What follows belongs to an exercise in optimizing a design on an open flow for a short achievable clock period and few clock cycles; a production flow would make more cautious choices.
Only simulation tests tie the RTL to the original design; equivalence was not proved.
No activity file was given, so power comes from the tool's default toggle rates.

==> flow/design.v <==
package icache_pkg;
    localparam int offset_bits = 5;
    typedef logic [31:0] addr_t;
    typedef logic [31:0] word_t;
    typedef logic [255:0] line_t;
    typedef struct packed {
        logic [1:0] fill_way;
        logic       load_lru;
        logic       lru_in;
    } icache_ctrl_t;
    typedef struct packed {
        logic [1:0] hit;
        logic       lru_way;
    } icache_status_t;
endpackage
`timescale 1ns/1ps
module g_inv   (input logic a, output logic y);                         assign y = ~a;                          endmodule
module g_xnor2 (input logic a, b, output logic y);                      assign y = ~(a ^ b);                    endmodule
module g_nand2 (input logic a, b, output logic y);                      assign y = ~(a & b);                    endmodule
module g_nand3 (input logic a, b, c, output logic y);                   assign y = ~(a & b & c);                endmodule
module g_nand4 (input logic a, b, c, d, output logic y);                assign y = ~(a & b & c & d);            endmodule
module g_nor2  (input logic a, b, output logic y);                      assign y = ~(a | b);                    endmodule
module g_nor3  (input logic a, b, c, output logic y);                   assign y = ~(a | b | c);                endmodule
module g_and3  (input logic a, b, c, output logic y);                   assign y = a & b & c;                   endmodule
module g_a22oi (input logic a1, a2, b1, b2, output logic y);            assign y = ~((a1 & a2) | (b1 & b2));    endmodule
module g_o21ai (input logic a1, a2, b1, output logic y);                assign y = ~((a1 | a2) & b1);           endmodule
module g_dec2 #(parameter logic [1:0] P = 2'd0) (input logic a, b, output logic y);
    assign y = ({a, b} == P);
endmodule
module ic_match29 (
    input  logic [25:0] a,
    input  logic [25:0] b,
    input  logic [2:0]  x,
    output logic        hit_n
);
    logic [28:0] e;
    logic [7:0]  n;
    logic [3:0]  r;
    for (genvar i = 0; i < 26; i++) begin : g_x
        g_xnor2 x_i (.a(a[i]), .b(b[i]), .y(e[i]));
    end
    assign e[28:26] = x;
    g_nand4 n0 (.a(e[0]),  .b(e[1]),  .c(e[2]),  .d(e[3]),  .y(n[0]));
    g_nand4 n1 (.a(e[4]),  .b(e[5]),  .c(e[6]),  .d(e[7]),  .y(n[1]));
    g_nand4 n2 (.a(e[8]),  .b(e[9]),  .c(e[10]), .d(e[11]), .y(n[2]));
    g_nand4 n3 (.a(e[12]), .b(e[13]), .c(e[14]), .d(e[15]), .y(n[3]));
    g_nand4 n4 (.a(e[16]), .b(e[17]), .c(e[18]), .d(e[19]), .y(n[4]));
    g_nand4 n5 (.a(e[20]), .b(e[21]), .c(e[22]), .d(e[23]), .y(n[5]));
    g_nand3 n6 (.a(e[24]), .b(e[25]), .c(e[26]),            .y(n[6]));
    g_nand2 n7 (.a(e[27]), .b(e[28]),                        .y(n[7]));
    for (genvar j = 0; j < 4; j++) begin : g_r
        g_nor2 r_i (.a(n[2*j]), .b(n[2*j + 1]), .y(r[j]));
    end
    g_nand4 h (.a(r[0]), .b(r[1]), .c(r[2]), .d(r[3]), .y(hit_n));
endmodule
module ic_match22 (
    input  logic [20:0] a,
    input  logic [20:0] b,
    input  logic        x,
    output logic        g1,
    output logic        g2
);
    logic [21:0] e;
    logic [5:0]  n;
    for (genvar i = 0; i < 21; i++) begin : g_x
        g_xnor2 x_i (.a(a[i]), .b(b[i]), .y(e[i]));
    end
    assign e[21] = x;
    g_nand4 n0 (.a(e[0]),  .b(e[1]),  .c(e[2]),  .d(e[3]),  .y(n[0]));
    g_nand4 n1 (.a(e[4]),  .b(e[5]),  .c(e[6]),  .d(e[7]),  .y(n[1]));
    g_nand4 n2 (.a(e[8]),  .b(e[9]),  .c(e[10]), .d(e[11]), .y(n[2]));
    g_nand4 n3 (.a(e[12]), .b(e[13]), .c(e[14]), .d(e[15]), .y(n[3]));
    g_nand4 n4 (.a(e[16]), .b(e[17]), .c(e[18]), .d(e[19]), .y(n[4]));
    g_nand2 n5 (.a(e[20]), .b(e[21]),                        .y(n[5]));
    g_nor3  r0 (.a(n[0]), .b(n[1]), .c(n[2]), .y(g1));
    g_nor3  r1 (.a(n[3]), .b(n[4]), .c(n[5]), .y(g2));
endmodule
module ic_wdec (
    input  logic [3:0] a,       
    output logic [3:0] p,
    output logic [3:0] q
);
    for (genvar j = 0; j < 4; j++) begin : g_j
        g_dec2 #(.P(j)) p_i (.a(a[1]), .b(a[0]), .y(p[j]));
        g_dec2 #(.P(j)) q_i (.a(a[3]), .b(a[2]), .y(q[j]));
    end
endmodule
module ic_obit (
    input  logic [3:0]  p,
    input  logic [3:0]  q,
    input  logic [15:0] d,       
    input  logic [7:0]  fen,
    input  logic [7:0]  fd,
    output logic        y
);
    logic [23:0] t;
    logic [5:0]  o;
    logic [1:0]  z;
    for (genvar j = 0; j < 4; j++) begin : g_j
        for (genvar i = 0; i < 4; i++) begin : g_i
            g_nand3 t_i (.a(q[j]), .b(p[i]), .c(d[j*4 + i]), .y(t[j*4 + i]));
        end
    end
    for (genvar k = 0; k < 8; k++) begin : g_f
        g_nand2 f_i (.a(fen[k]), .b(fd[k]), .y(t[16 + k]));
    end
    for (genvar g = 0; g < 6; g++) begin : g_o
        g_nand4 o_i (.a(t[4*g]), .b(t[4*g + 1]), .c(t[4*g + 2]), .d(t[4*g + 3]), .y(o[g]));
    end
    g_nor3  z0 (.a(o[0]), .b(o[1]), .c(o[2]), .y(z[0]));
    g_nor3  z1 (.a(o[3]), .b(o[4]), .c(o[5]), .y(z[1]));
    g_nand2 yo (.a(z[0]), .b(z[1]), .y(y));
endmodule
module ic_lowhit (
    input  logic [2:0]  index,
    input  logic [2:0]  tlo,
    input  logic [7:0]  uv0,
    input  logic [7:0]  uv1,
    input  logic [23:0] lo0,
    input  logic [23:0] lo1,
    output logic [3:0]  x
);
    logic [2:0] ni;
    logic [7:0] ds, hs;
    for (genvar i = 0; i < 3; i++) begin : g_i
        g_inv inv_i (.a(index[i]), .y(ni[i]));
    end
    for (genvar s = 0; s < 8; s++) begin : g_s
        logic [2:0] e0, e1;
        logic       n0, n1;
        for (genvar i = 0; i < 3; i++) begin : g_b
            g_xnor2 x0_i (.a(tlo[i]), .b(lo0[s*3 + i]), .y(e0[i]));
            g_xnor2 x1_i (.a(tlo[i]), .b(lo1[s*3 + i]), .y(e1[i]));
        end
        g_nand4 m0 (.a(e0[0]), .b(e0[1]), .c(e0[2]), .d(uv0[s]), .y(n0));
        g_nand4 m1 (.a(e1[0]), .b(e1[1]), .c(e1[2]), .d(uv1[s]), .y(n1));
        g_nand2 h  (.a(n0), .b(n1), .y(hs[s]));
        g_and3  d  (
            .a(s[0] ? index[0] : ni[0]),
            .b(s[1] ? index[1] : ni[1]),
            .c(s[2] ? index[2] : ni[2]),
            .y(ds[s])
        );
    end
    for (genvar j = 0; j < 4; j++) begin : g_j
        g_a22oi a_i (.a1(ds[2*j]), .a2(hs[2*j]), .b1(ds[2*j + 1]), .b2(hs[2*j + 1]), .y(x[j]));
    end
endmodule
module ic_linelook (
    input  logic [2:0]  index,
    input  logic [2:0]  tlo,
    input  logic [7:0]  uv0,
    input  logic [7:0]  uv1,
    input  logic [23:0] lo0,
    input  logic [23:0] lo1,
    output logic [7:0]  lh0,
    output logic [7:0]  lh1
);
    always_comb begin
        for (int s = 0; s < 8; s++) begin
            lh0[s] = (index == s[2:0]) && uv0[s] && (lo0[s*3 +: 3] == tlo);
            lh1[s] = (index == s[2:0]) && uv1[s] && (lo1[s*3 +: 3] == tlo);
        end
    end
endmodule
module ic_linesel (
    input  logic [7:0]       lh0,
    input  logic [7:0]       lh1,
    input  logic [8*256-1:0] l0,
    input  logic [8*256-1:0] l1,
    output logic [255:0]     y
);
    always_comb begin
        y = '0;
        for (int s = 0; s < 8; s++) begin
            y = y | ({256{lh0[s]}} & l0[s*256 +: 256]) | ({256{lh1[s]}} & l1[s*256 +: 256]);
        end
    end
endmodule
`timescale 1ns/1ps
module icache_top
#(
    parameter int num_sets = 8
) (
    input  logic  clk,
    input  logic  arst_n,
    input  logic  mem_read,
    input  icache_pkg::addr_t mem_address,
    output icache_pkg::word_t mem_rdata,
    output logic  mem_resp,
    output logic  pmem_read,
    output icache_pkg::addr_t pmem_address,
    input  icache_pkg::line_t pmem_rdata,
    input  logic  pmem_resp
);
    localparam int index_bits = 3;
    localparam int tag_bits   = 24;
    localparam int lo_bits    = 3;                     
    localparam int hi_bits    = tag_bits - lo_bits;    
    localparam int line_bits  = 27;                    
    logic [num_sets-1:0] valid0_q, valid1_q;
    logic [num_sets-1:0] lru_q;
    logic [tag_bits-1:0] tag0_q [num_sets];
    logic [tag_bits-1:0] tag1_q [num_sets];
    icache_pkg::line_t   line0_q [num_sets];
    icache_pkg::line_t   line1_q [num_sets];
    logic [hi_bits-1:0]  rg_q;
    logic [num_sets-1:0] uv0_q, uv1_q;
    logic [1:0]          cp_v_q;
    logic [1:0]          cpr_q;      
    logic [1:0]          rv_q;       
    logic [25:0]         cp_a_q [2];
    logic [1:0]          cp_w_q;
    icache_pkg::line_t   cp_d_q [2];
    icache_pkg::line_t   cpm_q [2];    
    logic       fill_q;
    logic [7:0] fs_q;
    logic [index_bits-1:0] index;
    logic [tag_bits-1:0]   tag;
    logic [line_bits-1:0]  line_a;
    logic                  odd;
    assign tag    = mem_address[31:8];
    assign index  = mem_address[7:5];
    assign line_a = mem_address[31:5];
    assign odd    = mem_address[5];
    assign pmem_address = {mem_address[31:5], 5'b0};
    logic na5;
    logic hit_even_n, hit_odd_n;
    logic not_arrive;
    logic done_fast;
    g_inv inv_a5_i (.a(odd), .y(na5));
    ic_match29 m_even_i (.a(mem_address[31:6]), .b(cp_a_q[0]), .x({na5, mem_read, rv_q[0]}), .hit_n(hit_even_n));
    ic_match29 m_odd_i  (.a(mem_address[31:6]), .b(cp_a_q[1]), .x({odd, mem_read, rv_q[1]}), .hit_n(hit_odd_n));
    g_nand2 resp_b_i (.a(fill_q), .b(pmem_resp), .y(not_arrive));
    g_nand3 resp_i   (.a(hit_even_n), .b(hit_odd_n), .c(not_arrive), .y(mem_resp));
    g_nand2 fast_i   (.a(hit_even_n), .b(hit_odd_n), .y(done_fast));
    logic [3:0] dp [8];
    logic [3:0] dq [8];
    for (genvar c = 0; c < 8; c++) begin : g_dec
        ic_wdec wdec_i (.a(mem_address[5:2]), .p(dp[c]), .q(dq[c]));
    end
    for (genvar b = 0; b < 32; b++) begin : g_out
        logic [15:0] d;
        logic [7:0]  fd;
        for (genvar j = 0; j < 4; j++) begin : g_j
            for (genvar i = 0; i < 4; i++) begin : g_i
                assign d[j*4 + i] = cpm_q[j / 2][((j % 2) * 4 + i) * 32 + b];
            end
        end
        for (genvar k = 0; k < 8; k++) begin : g_k
            assign fd[k] = pmem_rdata[k*32 + b];
        end
        ic_obit obit_i (.p(dp[b / 4]), .q(dq[b / 4]), .d(d), .fen(fs_q), .fd(fd), .y(mem_rdata[b]));
    end
    logic [23:0] lo0, lo1;
    always_comb begin
        for (int s = 0; s < num_sets; s++) begin
            lo0[s*3 +: 3] = tag0_q[s][lo_bits-1:0];
            lo1[s*3 +: 3] = tag1_q[s][lo_bits-1:0];
        end
    end
    logic nfill;
    logic ra, rb;
    logic [3:0] lx;
    logic m1n, m2n;
    g_inv inv_fill_i (.a(fill_q), .y(nfill));
    ic_match22 m_region_i (.a(mem_address[31:11]), .b(rg_q), .x(mem_read), .g1(ra), .g2(rb));
    ic_lowhit lowhit_i (
        .index (index),
        .tlo   (mem_address[10:8]),
        .uv0   (uv0_q),
        .uv1   (uv1_q),
        .lo0   (lo0),
        .lo1   (lo1),
        .x     (lx)
    );
    g_nand3 miss_a_i (.a(ra), .b(rb), .c(lx[0]), .y(m1n));
    g_nand3 miss_b_i (.a(lx[1]), .b(lx[2]), .c(lx[3]), .y(m2n));
    g_o21ai preq_i   (.a1(m1n), .a2(m2n), .b1(nfill), .y(pmem_read));
    logic lookup_req;    
    logic in_region;     
    logic in_copy;       
    logic slow_hit;      
    logic miss;          
    logic rg_chg;        
    logic do_fill;       
    assign lookup_req = mem_read && !fill_q;
    assign in_region  = ra && rb;
    assign in_copy    = cpr_q[odd] && (cp_a_q[odd][4:0] == mem_address[10:6]);
    assign miss       = !m1n && !m2n && !fill_q;
    assign slow_hit   = lookup_req && in_region && !(&lx) && !in_copy;
    assign rg_chg     = lookup_req && !in_region;
    assign do_fill    = fill_q && pmem_resp;
    logic [num_sets-1:0] lh0, lh1;
    ic_linelook linelook_i (
        .index (index),
        .tlo   (mem_address[10:8]),
        .uv0   (uv0_q),
        .uv1   (uv1_q),
        .lo0   (lo0),
        .lo1   (lo1),
        .lh0   (lh0),
        .lh1   (lh1)
    );
    logic [5:0]          nx;         
    logic                nx_wrap;
    logic [num_sets-1:0] ph0, ph1;
    assign nx      = mem_address[10:5] + 1'b1;
    assign nx_wrap = &mem_address[10:5];
    always_comb begin
        for (int s = 0; s < num_sets; s++) begin
            ph0[s] = (nx[2:0] == s[index_bits-1:0]) && uv0_q[s] && (tag0_q[s][lo_bits-1:0] == nx[5:3]);
            ph1[s] = (nx[2:0] == s[index_bits-1:0]) && uv1_q[s] && (tag1_q[s][lo_bits-1:0] == nx[5:3]);
        end
    end
    logic                 ph_v_q;      
    logic [num_sets-1:0]  ph0_q, ph1_q;
    logic [line_bits-1:0] ph_a_q;      
    logic port_req;
    assign port_req = mem_read && !fill_q && (|{lh0, lh1}) && !in_copy;
    logic [num_sets-1:0] sel0, sel1;
    assign sel0 = port_req ? lh0 : ph0_q;
    assign sel1 = port_req ? lh1 : ph1_q;
    icache_pkg::line_t port_line;
    logic [8*256-1:0]  l0_flat, l1_flat;
    always_comb begin
        for (int s = 0; s < num_sets; s++) begin
            l0_flat[s*256 +: 256] = line0_q[s];
            l1_flat[s*256 +: 256] = line1_q[s];
        end
    end
    ic_linesel linesel_i (.lh0(sel0), .lh1(sel1), .l0(l0_flat), .l1(l1_flat), .y(port_line));
    logic [num_sets-1:0] rmatch0, rmatch1;
    always_comb begin
        for (int s = 0; s < num_sets; s++) begin
            rmatch0[s] = valid0_q[s] && (tag0_q[s][tag_bits-1:lo_bits] == mem_address[31:11]);
            rmatch1[s] = valid1_q[s] && (tag1_q[s][tag_bits-1:lo_bits] == mem_address[31:11]);
        end
    end
    logic victim;
    assign victim = lru_q[index];
    logic pf_write;
    assign pf_write = ph_v_q && !port_req && !rg_chg && !(do_fill && (odd == ph_a_q[0]));
    logic [1:0] cp_v_n;
    logic [1:0] cpr_n;
    logic       fill_n;
    icache_pkg::line_t cp_d_n [2];
    always_comb begin
        for (int c = 0; c < 2; c++) begin
            cp_d_n[c] = cp_d_q[c];
        end
        cp_v_n = cp_v_q;
        cpr_n  = cpr_q;
        if (rg_chg) begin
            for (int c = 0; c < 2; c++) begin
                cpr_n[c] = cp_v_q[c] && (cp_a_q[c][25:5] == mem_address[31:11]);
            end
        end
        if (pf_write) begin
            cp_d_n[ph_a_q[0]] = port_line;
            cp_v_n[ph_a_q[0]] = 1'b1;
            cpr_n[ph_a_q[0]]  = 1'b1;
        end
        if (do_fill) begin
            cp_d_n[odd] = pmem_rdata;
            cp_v_n[odd] = 1'b1;
            cpr_n[odd]  = 1'b1;
        end else if (slow_hit) begin
            cp_d_n[odd] = port_line;
            cp_v_n[odd] = 1'b1;
            cpr_n[odd]  = 1'b1;
        end
        fill_n = fill_q;
        if (miss)     fill_n = 1'b1;
        if (do_fill)  fill_n = 1'b0;
    end
    always_ff @(posedge clk or negedge arst_n) begin
        if (!arst_n) begin
            fill_q   <= 1'b0;
            fs_q     <= '0;
            valid0_q <= '0;
            valid1_q <= '0;
            lru_q    <= '0;
            uv0_q    <= '0;
            uv1_q    <= '0;
            rg_q     <= '0;
            cp_v_q   <= '0;
            cpr_q    <= '0;
            rv_q     <= '0;
            ph_v_q   <= 1'b0;
        end else begin
            fill_q <= fill_n;
            cp_v_q <= cp_v_n;
            cpr_q  <= cpr_n;
            rv_q   <= cp_v_n & {2{!fill_n}};
            if (rg_chg) begin
                rg_q  <= mem_address[31:11];
                uv0_q <= rmatch0;
                uv1_q <= rmatch1;
            end
            if (miss) begin
                for (int k = 0; k < 8; k++) begin
                    fs_q[k] <= (mem_address[4:2] == k[2:0]);
                end
            end
            if (done_fast) begin
                lru_q[index] <= ~cp_w_q[odd];
            end
            if (done_fast || slow_hit || do_fill) begin
                ph_v_q <= in_region && !nx_wrap && (|{ph0, ph1});
            end else if (pf_write || rg_chg) begin
                ph_v_q <= 1'b0;
            end
            if (do_fill) begin
                fs_q <= '0;
                if (victim) begin
                    valid1_q[index] <= 1'b1;
                    uv1_q[index]    <= 1'b1;
                end else begin
                    valid0_q[index] <= 1'b1;
                    uv0_q[index]    <= 1'b1;
                end
                lru_q[index] <= ~victim;
            end
        end
    end
    always_ff @(posedge clk) begin
        if (do_fill && !victim) begin
            tag0_q[index]  <= tag;
            line0_q[index] <= pmem_rdata;
        end
        if (do_fill && victim) begin
            tag1_q[index]  <= tag;
            line1_q[index] <= pmem_rdata;
        end
        if (done_fast || slow_hit || do_fill) begin
            ph0_q  <= ph0;
            ph1_q  <= ph1;
            ph_a_q <= {mem_address[31:11], nx};
        end
        for (int c = 0; c < 2; c++) begin
            cp_d_q[c] <= cp_d_n[c];
            cpm_q[c]  <= fill_n ? '0 : cp_d_n[c];
        end
        if (pf_write) begin
            cp_a_q[ph_a_q[0]] <= ph_a_q[line_bits-1:1];
            cp_w_q[ph_a_q[0]] <= |ph1_q;
        end
        if (do_fill) begin
            cp_a_q[odd] <= line_a[line_bits-1:1];
            cp_w_q[odd] <= victim;
        end else if (slow_hit) begin
            cp_a_q[odd] <= line_a[line_bits-1:1];
            cp_w_q[odd] <= |lh1;
        end
    end
endmodule
==> flow/flow/run.sh <==
#!/bin/bash
# The standard layout (the standard.sh, unchanged synthesis and steps),
# with one difference: the processor-side ports (mem_*, pmem_read,
# pmem_resp, pmem_address) are kept together on the top edge of the die and
# the 256 pmem_rdata ports on the other three edges, through ORFS's
# IO_CONSTRAINTS hook (flow/io.tcl), which the floorplan step reads and the
# pin placer honours. Every port still gets its buffer from the standard flow.
set -e
export IO_CONSTRAINTS="$PWD/flow/io.tcl"
bash standard.sh > standard.log 2>&1
==> flow/flow/io.tcl <==
# processor-side pins together on the top edge, memory data on the other edges
set_io_pin_constraint -pin_names {mem_address[0] mem_address[1] mem_address[2] mem_address[3] mem_address[4] mem_address[5] mem_address[6] mem_address[7] mem_address[8] mem_address[9] mem_address[10] mem_address[11] mem_address[12] mem_address[13] mem_address[14] mem_address[15] mem_address[16] mem_address[17] mem_address[18] mem_address[19] mem_address[20] mem_address[21] mem_address[22] mem_address[23] mem_address[24] mem_address[25] mem_address[26] mem_address[27] mem_address[28] mem_address[29] mem_address[30] mem_address[31] mem_rdata[0] mem_rdata[1] mem_rdata[2] mem_rdata[3] mem_rdata[4] mem_rdata[5] mem_rdata[6] mem_rdata[7] mem_rdata[8] mem_rdata[9] mem_rdata[10] mem_rdata[11] mem_rdata[12] mem_rdata[13] mem_rdata[14] mem_rdata[15] mem_rdata[16] mem_rdata[17] mem_rdata[18] mem_rdata[19] mem_rdata[20] mem_rdata[21] mem_rdata[22] mem_rdata[23] mem_rdata[24] mem_rdata[25] mem_rdata[26] mem_rdata[27] mem_rdata[28] mem_rdata[29] mem_rdata[30] mem_rdata[31] mem_resp mem_read pmem_read pmem_resp pmem_address[0] pmem_address[1] pmem_address[2] pmem_address[3] pmem_address[4] pmem_address[5] pmem_address[6] pmem_address[7] pmem_address[8] pmem_address[9] pmem_address[10] pmem_address[11] pmem_address[12] pmem_address[13] pmem_address[14] pmem_address[15] pmem_address[16] pmem_address[17] pmem_address[18] pmem_address[19] pmem_address[20] pmem_address[21] pmem_address[22] pmem_address[23] pmem_address[24] pmem_address[25] pmem_address[26] pmem_address[27] pmem_address[28] pmem_address[29] pmem_address[30] pmem_address[31]} -region top:*
set_io_pin_constraint -pin_names {pmem_rdata[0] pmem_rdata[1] pmem_rdata[2] pmem_rdata[3] pmem_rdata[4] pmem_rdata[5] pmem_rdata[6] pmem_rdata[7] pmem_rdata[8] pmem_rdata[9] pmem_rdata[10] pmem_rdata[11] pmem_rdata[12] pmem_rdata[13] pmem_rdata[14] pmem_rdata[15] pmem_rdata[16] pmem_rdata[17] pmem_rdata[18] pmem_rdata[19] pmem_rdata[20] pmem_rdata[21] pmem_rdata[22] pmem_rdata[23] pmem_rdata[24] pmem_rdata[25] pmem_rdata[26] pmem_rdata[27] pmem_rdata[28] pmem_rdata[29] pmem_rdata[30] pmem_rdata[31] pmem_rdata[32] pmem_rdata[33] pmem_rdata[34] pmem_rdata[35] pmem_rdata[36] pmem_rdata[37] pmem_rdata[38] pmem_rdata[39] pmem_rdata[40] pmem_rdata[41] pmem_rdata[42] pmem_rdata[43] pmem_rdata[44] pmem_rdata[45] pmem_rdata[46] pmem_rdata[47] pmem_rdata[48] pmem_rdata[49] pmem_rdata[50] pmem_rdata[51] pmem_rdata[52] pmem_rdata[53] pmem_rdata[54] pmem_rdata[55] pmem_rdata[56] pmem_rdata[57] pmem_rdata[58] pmem_rdata[59] pmem_rdata[60] pmem_rdata[61] pmem_rdata[62] pmem_rdata[63] pmem_rdata[64] pmem_rdata[65] pmem_rdata[66] pmem_rdata[67] pmem_rdata[68] pmem_rdata[69] pmem_rdata[70] pmem_rdata[71] pmem_rdata[72] pmem_rdata[73] pmem_rdata[74] pmem_rdata[75] pmem_rdata[76] pmem_rdata[77] pmem_rdata[78] pmem_rdata[79] pmem_rdata[80] pmem_rdata[81] pmem_rdata[82] pmem_rdata[83] pmem_rdata[84] pmem_rdata[85]} -region left:*
set_io_pin_constraint -pin_names {pmem_rdata[86] pmem_rdata[87] pmem_rdata[88] pmem_rdata[89] pmem_rdata[90] pmem_rdata[91] pmem_rdata[92] pmem_rdata[93] pmem_rdata[94] pmem_rdata[95] pmem_rdata[96] pmem_rdata[97] pmem_rdata[98] pmem_rdata[99] pmem_rdata[100] pmem_rdata[101] pmem_rdata[102] pmem_rdata[103] pmem_rdata[104] pmem_rdata[105] pmem_rdata[106] pmem_rdata[107] pmem_rdata[108] pmem_rdata[109] pmem_rdata[110] pmem_rdata[111] pmem_rdata[112] pmem_rdata[113] pmem_rdata[114] pmem_rdata[115] pmem_rdata[116] pmem_rdata[117] pmem_rdata[118] pmem_rdata[119] pmem_rdata[120] pmem_rdata[121] pmem_rdata[122] pmem_rdata[123] pmem_rdata[124] pmem_rdata[125] pmem_rdata[126] pmem_rdata[127] pmem_rdata[128] pmem_rdata[129] pmem_rdata[130] pmem_rdata[131] pmem_rdata[132] pmem_rdata[133] pmem_rdata[134] pmem_rdata[135] pmem_rdata[136] pmem_rdata[137] pmem_rdata[138] pmem_rdata[139] pmem_rdata[140] pmem_rdata[141] pmem_rdata[142] pmem_rdata[143] pmem_rdata[144] pmem_rdata[145] pmem_rdata[146] pmem_rdata[147] pmem_rdata[148] pmem_rdata[149] pmem_rdata[150] pmem_rdata[151] pmem_rdata[152] pmem_rdata[153] pmem_rdata[154] pmem_rdata[155] pmem_rdata[156] pmem_rdata[157] pmem_rdata[158] pmem_rdata[159] pmem_rdata[160] pmem_rdata[161] pmem_rdata[162] pmem_rdata[163] pmem_rdata[164] pmem_rdata[165] pmem_rdata[166] pmem_rdata[167] pmem_rdata[168] pmem_rdata[169] pmem_rdata[170] pmem_rdata[171]} -region bottom:*
set_io_pin_constraint -pin_names {pmem_rdata[172] pmem_rdata[173] pmem_rdata[174] pmem_rdata[175] pmem_rdata[176] pmem_rdata[177] pmem_rdata[178] pmem_rdata[179] pmem_rdata[180] pmem_rdata[181] pmem_rdata[182] pmem_rdata[183] pmem_rdata[184] pmem_rdata[185] pmem_rdata[186] pmem_rdata[187] pmem_rdata[188] pmem_rdata[189] pmem_rdata[190] pmem_rdata[191] pmem_rdata[192] pmem_rdata[193] pmem_rdata[194] pmem_rdata[195] pmem_rdata[196] pmem_rdata[197] pmem_rdata[198] pmem_rdata[199] pmem_rdata[200] pmem_rdata[201] pmem_rdata[202] pmem_rdata[203] pmem_rdata[204] pmem_rdata[205] pmem_rdata[206] pmem_rdata[207] pmem_rdata[208] pmem_rdata[209] pmem_rdata[210] pmem_rdata[211] pmem_rdata[212] pmem_rdata[213] pmem_rdata[214] pmem_rdata[215] pmem_rdata[216] pmem_rdata[217] pmem_rdata[218] pmem_rdata[219] pmem_rdata[220] pmem_rdata[221] pmem_rdata[222] pmem_rdata[223] pmem_rdata[224] pmem_rdata[225] pmem_rdata[226] pmem_rdata[227] pmem_rdata[228] pmem_rdata[229] pmem_rdata[230] pmem_rdata[231] pmem_rdata[232] pmem_rdata[233] pmem_rdata[234] pmem_rdata[235] pmem_rdata[236] pmem_rdata[237] pmem_rdata[238] pmem_rdata[239] pmem_rdata[240] pmem_rdata[241] pmem_rdata[242] pmem_rdata[243] pmem_rdata[244] pmem_rdata[245] pmem_rdata[246] pmem_rdata[247] pmem_rdata[248] pmem_rdata[249] pmem_rdata[250] pmem_rdata[251] pmem_rdata[252] pmem_rdata[253] pmem_rdata[254] pmem_rdata[255]} -region right:*
==> flow/standard.sh <==
#!/bin/bash
# synth_recipe.tcl (not shown) runs the flow's synth.tcl, then flattens the netlist and writes it again
# the make line also repeats each setting of config.mk as NAME=value (left out here)
make -C /OpenROAD-flow-scripts/flow DESIGN_CONFIG=/design/flow/config.mk WORK_HOME=/design/flow/orfs CLKGATE_MAP_FILE= SYNTH_SCRIPT=/design/flow/synth_recipe.tcl "${@:-finish}"
==> flow/config.mk <==
export PLATFORM = sky130hd
export DESIGN_NAME = icache_top
export DESIGN_NICKNAME = icache_top
export VERILOG_FILES = /design/flow/design.v
export SDC_FILE = /design/flow/constraint.sdc
export NUM_CORES = 4
export LEC_CHECK = 0
export CAP_MARGIN = 30
export CORE_MARGIN = 2
export CORE_UTILIZATION = 45
export PLACE_DENSITY = 0.7
export SETUP_SLACK_MARGIN = 3.5
export SLEW_MARGIN = 30
export SYNTH_HIERARCHICAL = 1
export TNS_END_PERCENT = 10
==> flow/constraint.sdc <==
create_clock -name core_clock -period 8.0 [get_ports {clk}]
set_input_delay 1.6000 -clock core_clock [delete_from_list [all_inputs] [get_ports {clk}]]
set_output_delay 1.6000 -clock core_clock [all_outputs]
set_load 0.01 [all_outputs]
==> impl_metrics.yaml <==
timing:
  setup_slack_ns: 2.49
  setup_viol: 0
  final_max_slew_viol_count: 8
  fin_skew_ns: 0.111
  period_share: 0.689
  max_freq_mhz: 181
  tns_ns: 0
  relSlewSlack: -0.288
  min_period_ns: 5.51
  worst_pin_slew_ns: 1.93
  timing.hold.ws_ns: 0.366
  rsz0062_at_grt: "true"
  hold_viol: 0
min_path:
  hold_path_class: "input port to asynchronous set/reset pin"
yosys:
  synth-adder-area-share: 0.000354
  synth_commonest_cells: "4,575 x edfxtp_1, 1,026 x dfxtp_1, 1,024 x a221oi_1, 1,024 x a22o_1, 561 x nand3_1"
  synth.avg_cell_area_um2: 16.0
  ys_async_sr_fraction: 0.0136
  yosysSeqAreaShare: 0.753
  synth_edf_count: 4575
  synth_top_family_by_area: "compound AO/OA/AOI/OAI gates"
  ys_ff_latch: 5678
  synth_xor_area_frac: 0.0262
  yosysTopAreaCellShare: 0.647
  synthCells: 13200
  synth.most_common_cell: "edfxtp_1"
  synth.largest_area_cell: "edfxtp_1"
  synth_area_leaders: "edfxtp_1 65%, dfxtp_1 9.7%, a221oi_1 4.2%"
  synth_top_flop_cell: "edfxtp_1"
  synth_compound_area_frac: 0.124
  yosysUniqueCellTypes: 66
  synthMuxAreaShare: 0.00515
  synthSimpleGateAreaFrac: 0.0637
  netlist_area_um2: 212000
  yosysWarnings: 17
clock_tree:
  path_clk_slew_ns: 0.07
  cts_tree: "done"
  cts_root_buf: "clkbuf_16"
  cts_buffer_depth: 4
  clk_latency_ns: 1.17
  clock_sinks: 5678
  htreeDepth: 6
  cts_made_buffers: 567
global_routing:
  grt_usage: 0.324
  overflow: 0
  antenna_found_initial: 202
  grt_max_degree: 206
  grt_pass1_wl_um: 1090000
  grt_pass1_vias: 133000
worst_setup_path:
  crit_path_top_delay_cell: "nor3_4"
  crit_chain: "buf_12, nand2_4, nand4_1, nor3_4, nand2_4, buf_6"
  worstPathRequired_ns: 6.40
  cp_common_cell: "nand2_4"
  startpoint_type: "register"
  path_class: "register to output pin"
  critPathMaxStageDelay_ns: 0.80
  arrival_ns: 3.91
  end_kind: "output pin"
  worstPathMaxFanout: 4
  path_delay_family: "simple AND/OR/NAND/NOR gates"
  path_buf_inv: 2
  r2r_slack_ns: 2.76
flow_run:
  cap_violations: 1
power:
  power.density_nw_per_um2: 236
  peakVddDrop_uv: 279
  power.leakage_nw: 90.9
  power_mw: 61.0
drt:
  wl_per_cell_um: 39.0
  drt_pass1_iterations: 14
  drc: 0
  avgViaCountPerCell: 6.90
  vias: 148000
  finalWirelength_um: 839000
  drtIter0Drc: 29700
  ant_nets: 0
placement:
  hpwl_um: 433000
  gp_congestion: 0.958
  dp_slack_ns: 0.945
  io_buffers: 350
die:
  row_count: 252
  initial_core_util: 0.451
  die-area_um2: 477000
  fp.dieH_um: 691
  die_w_um: 691
  coreArea_um2: 470000
  num_io_pins: 358
status:
  outcome: "finished with violations"
  so_faults: "capacitance limit, slew limit"
finish:
  area_delta_synth_final_pct: 21.6
  nets: 14900
  drive_gt1_frac: 0.188
-- cell families after synthesis --
group                      count (synthesis)
AOI/OAI and AO/OA                       3168
xor gates and xnor gates                 607
muxes                                     98
other                                      1
and+or+nand+nor                         2543
adders and majority gates                  6
buffers and inverters                   1148
DFF                                     5678
-- modules after synthesis, one instance, submodules excluded, excerpt --
module       times used  cell area (um^2)  flip-flops and latches
g_nor2                8              3.75                       0
icache_top            1            182000                    5678
g_nand2             301              3.75                       0
ic_linesel            1             22100                       0
g_o21ai               1              5.00                       0
g_a22oi               4              12.5                       0
ic_linelook           1               718                       0
-- metrics by stage --
step	utilization	cells	cell area, um^2
5_1_grt	0.548	21400	258000
3_3_place_gp	0.478	19500	225000
4_1_cts	0.536	21000	252000
3_5_place_dp	0.478	19500	225000
6_report	0.549	21500	258000
2_1_floorplan	-	13300	212000
-- layout by cell type, fill, tap and decap left out, types with 292 or more instances in the layout --
cell and instances:
nand3_1 509, nand2_1 292, clkbuf_16 601, a221oi_1 786
nand4_1 560, nor2_1 531, a21oi_1 540, dfxtp_1 1026
xnor2_1 441, buf_4 653, edfxtp_1 4575, a22o_1 1023
-- layer usage --
| metal | part of all wire | wire, um | GRT usage | vias up |
|---|---|---|---|---|
| met5 | 0.0010 | 843 | 0 | - |
| met2 | 0.41 | 345000 | 0.458 | 14200 |
| li1 | - | - | - | 57100 |
| met1 | 0.32 | 269000 | 0.404 | 74000 |
| met3 | 0.18 | 149000 | 0.133 | 3043 |
| met4 | 0.090 | 75100 | 0.229 | 90 |
-- flip-flops by register name (all words and copies together) (netlist names), 21 cells and up --
| signal | cells |
|---|---|
| cp_a_q | 52 |
| tag1_q | 192 |
| rg_q | 21 |
| tag0_q | 192 |
| line1_q | 2048 |
| cp_d_q | 512 |
| line0_q | 2048 |
| ph_a_q | 27 |
| cpm_q | 512 |
-- timing repair --
item | in CTS | in global routing
setup endpoints to repair | 1537 | 1065
hold endpoints to repair | 0 | 0
setup buffers | 352 | 225
pin swaps | 344 | 262
gates resized for setup | 1140 | 466
hold buffers | 0 | 0
cloned | 107 | 55
-- path summary, 6_finish.rpt --
path | start | to | cells past startpoint
max | fs_q[2] | mem_rdata[20] | 6
max in group asynchronous | arst_n | uv0_q[7] | 3
min | arst_n | fs_q[0] | 1
min in group core_clock | cp_d_q[0][72] | cpm_q[0][72] | 1
min reg2reg | cp_d_q[0][72] | cpm_q[0][72] | 1
max reg2reg | uv0_q[0] | cpm_q[1][126] | 17
-- cell type report --
| cell class | instances | area [um^2] |
|---|---|---|
| fillers | 35400 | 212000 |
| well taps | 6223 | 7790 |
| clock buffers | 770 | 15500 |
| repair buffers | 1575 | 19500 |
| inverters | 272 | 1030 |
| clock inverters | 268 | 2730 |
| flip-flops and latches | 5678 | 160000 |
| diodes | 255 | 638 |
| multi-input cells | 6480 | 51000 |
-- worst register-to-register path, stage by stage (launching register included) --
cell and delay (ns):
dfrtp_1 0.54, or4b_4 0.54, nor4_4 0.34, nor4_4 0.12, nand4_1 0.29, o211ai_4 0.15
buf_6 0.16, buf_12 0.12, buf_16 0.15, buf_12 0.14, mux2_8 0.37, buf_12 0.17
buf_16 0.16, a22o_1 0.43, a221oi_1 0.23, nand4_1 0.55, a222oi_1 0.53, nor2_1 0.10
-- power breakdown --
part	switching, mW	internal [mW]	total, mW
Sequential	0.193	32.3	32.5
Combinational	1.47	0.796	2.26
Clock	11.9	14.4	26.3
Total	13.5	47.5	61.0
Testbench counts, summed over its fixed seeds: cycles 49,021.

[port drivers added, routing unchanged]
How much do the figures lean on ideal ports? The routed layout below was timed once more, with nothing changed but the port constraints.
Step 1 sets driving cells, clkbuf_16 on the clock port and buf_2 on the other inputs (assumed; they add their load-dependent delay and slew).
Step 2 times the ports against the registers' clock, not the clock port: input delays grow and output delays shrink by t, the midpoint of the rising clock arrivals with the driver on.
a / b / c = no drivers / after step 1 / after step 2; a / b = the first two.
shift t [ns]: 1.245
setup slack, ns: 2.485 / 2.038 / 1.222
worst hold slack (ns): 0.366 / 0.463 / 0.463
The setup slack of this run moves by -0.447 ns with the drivers and by -1.263 ns with both steps.
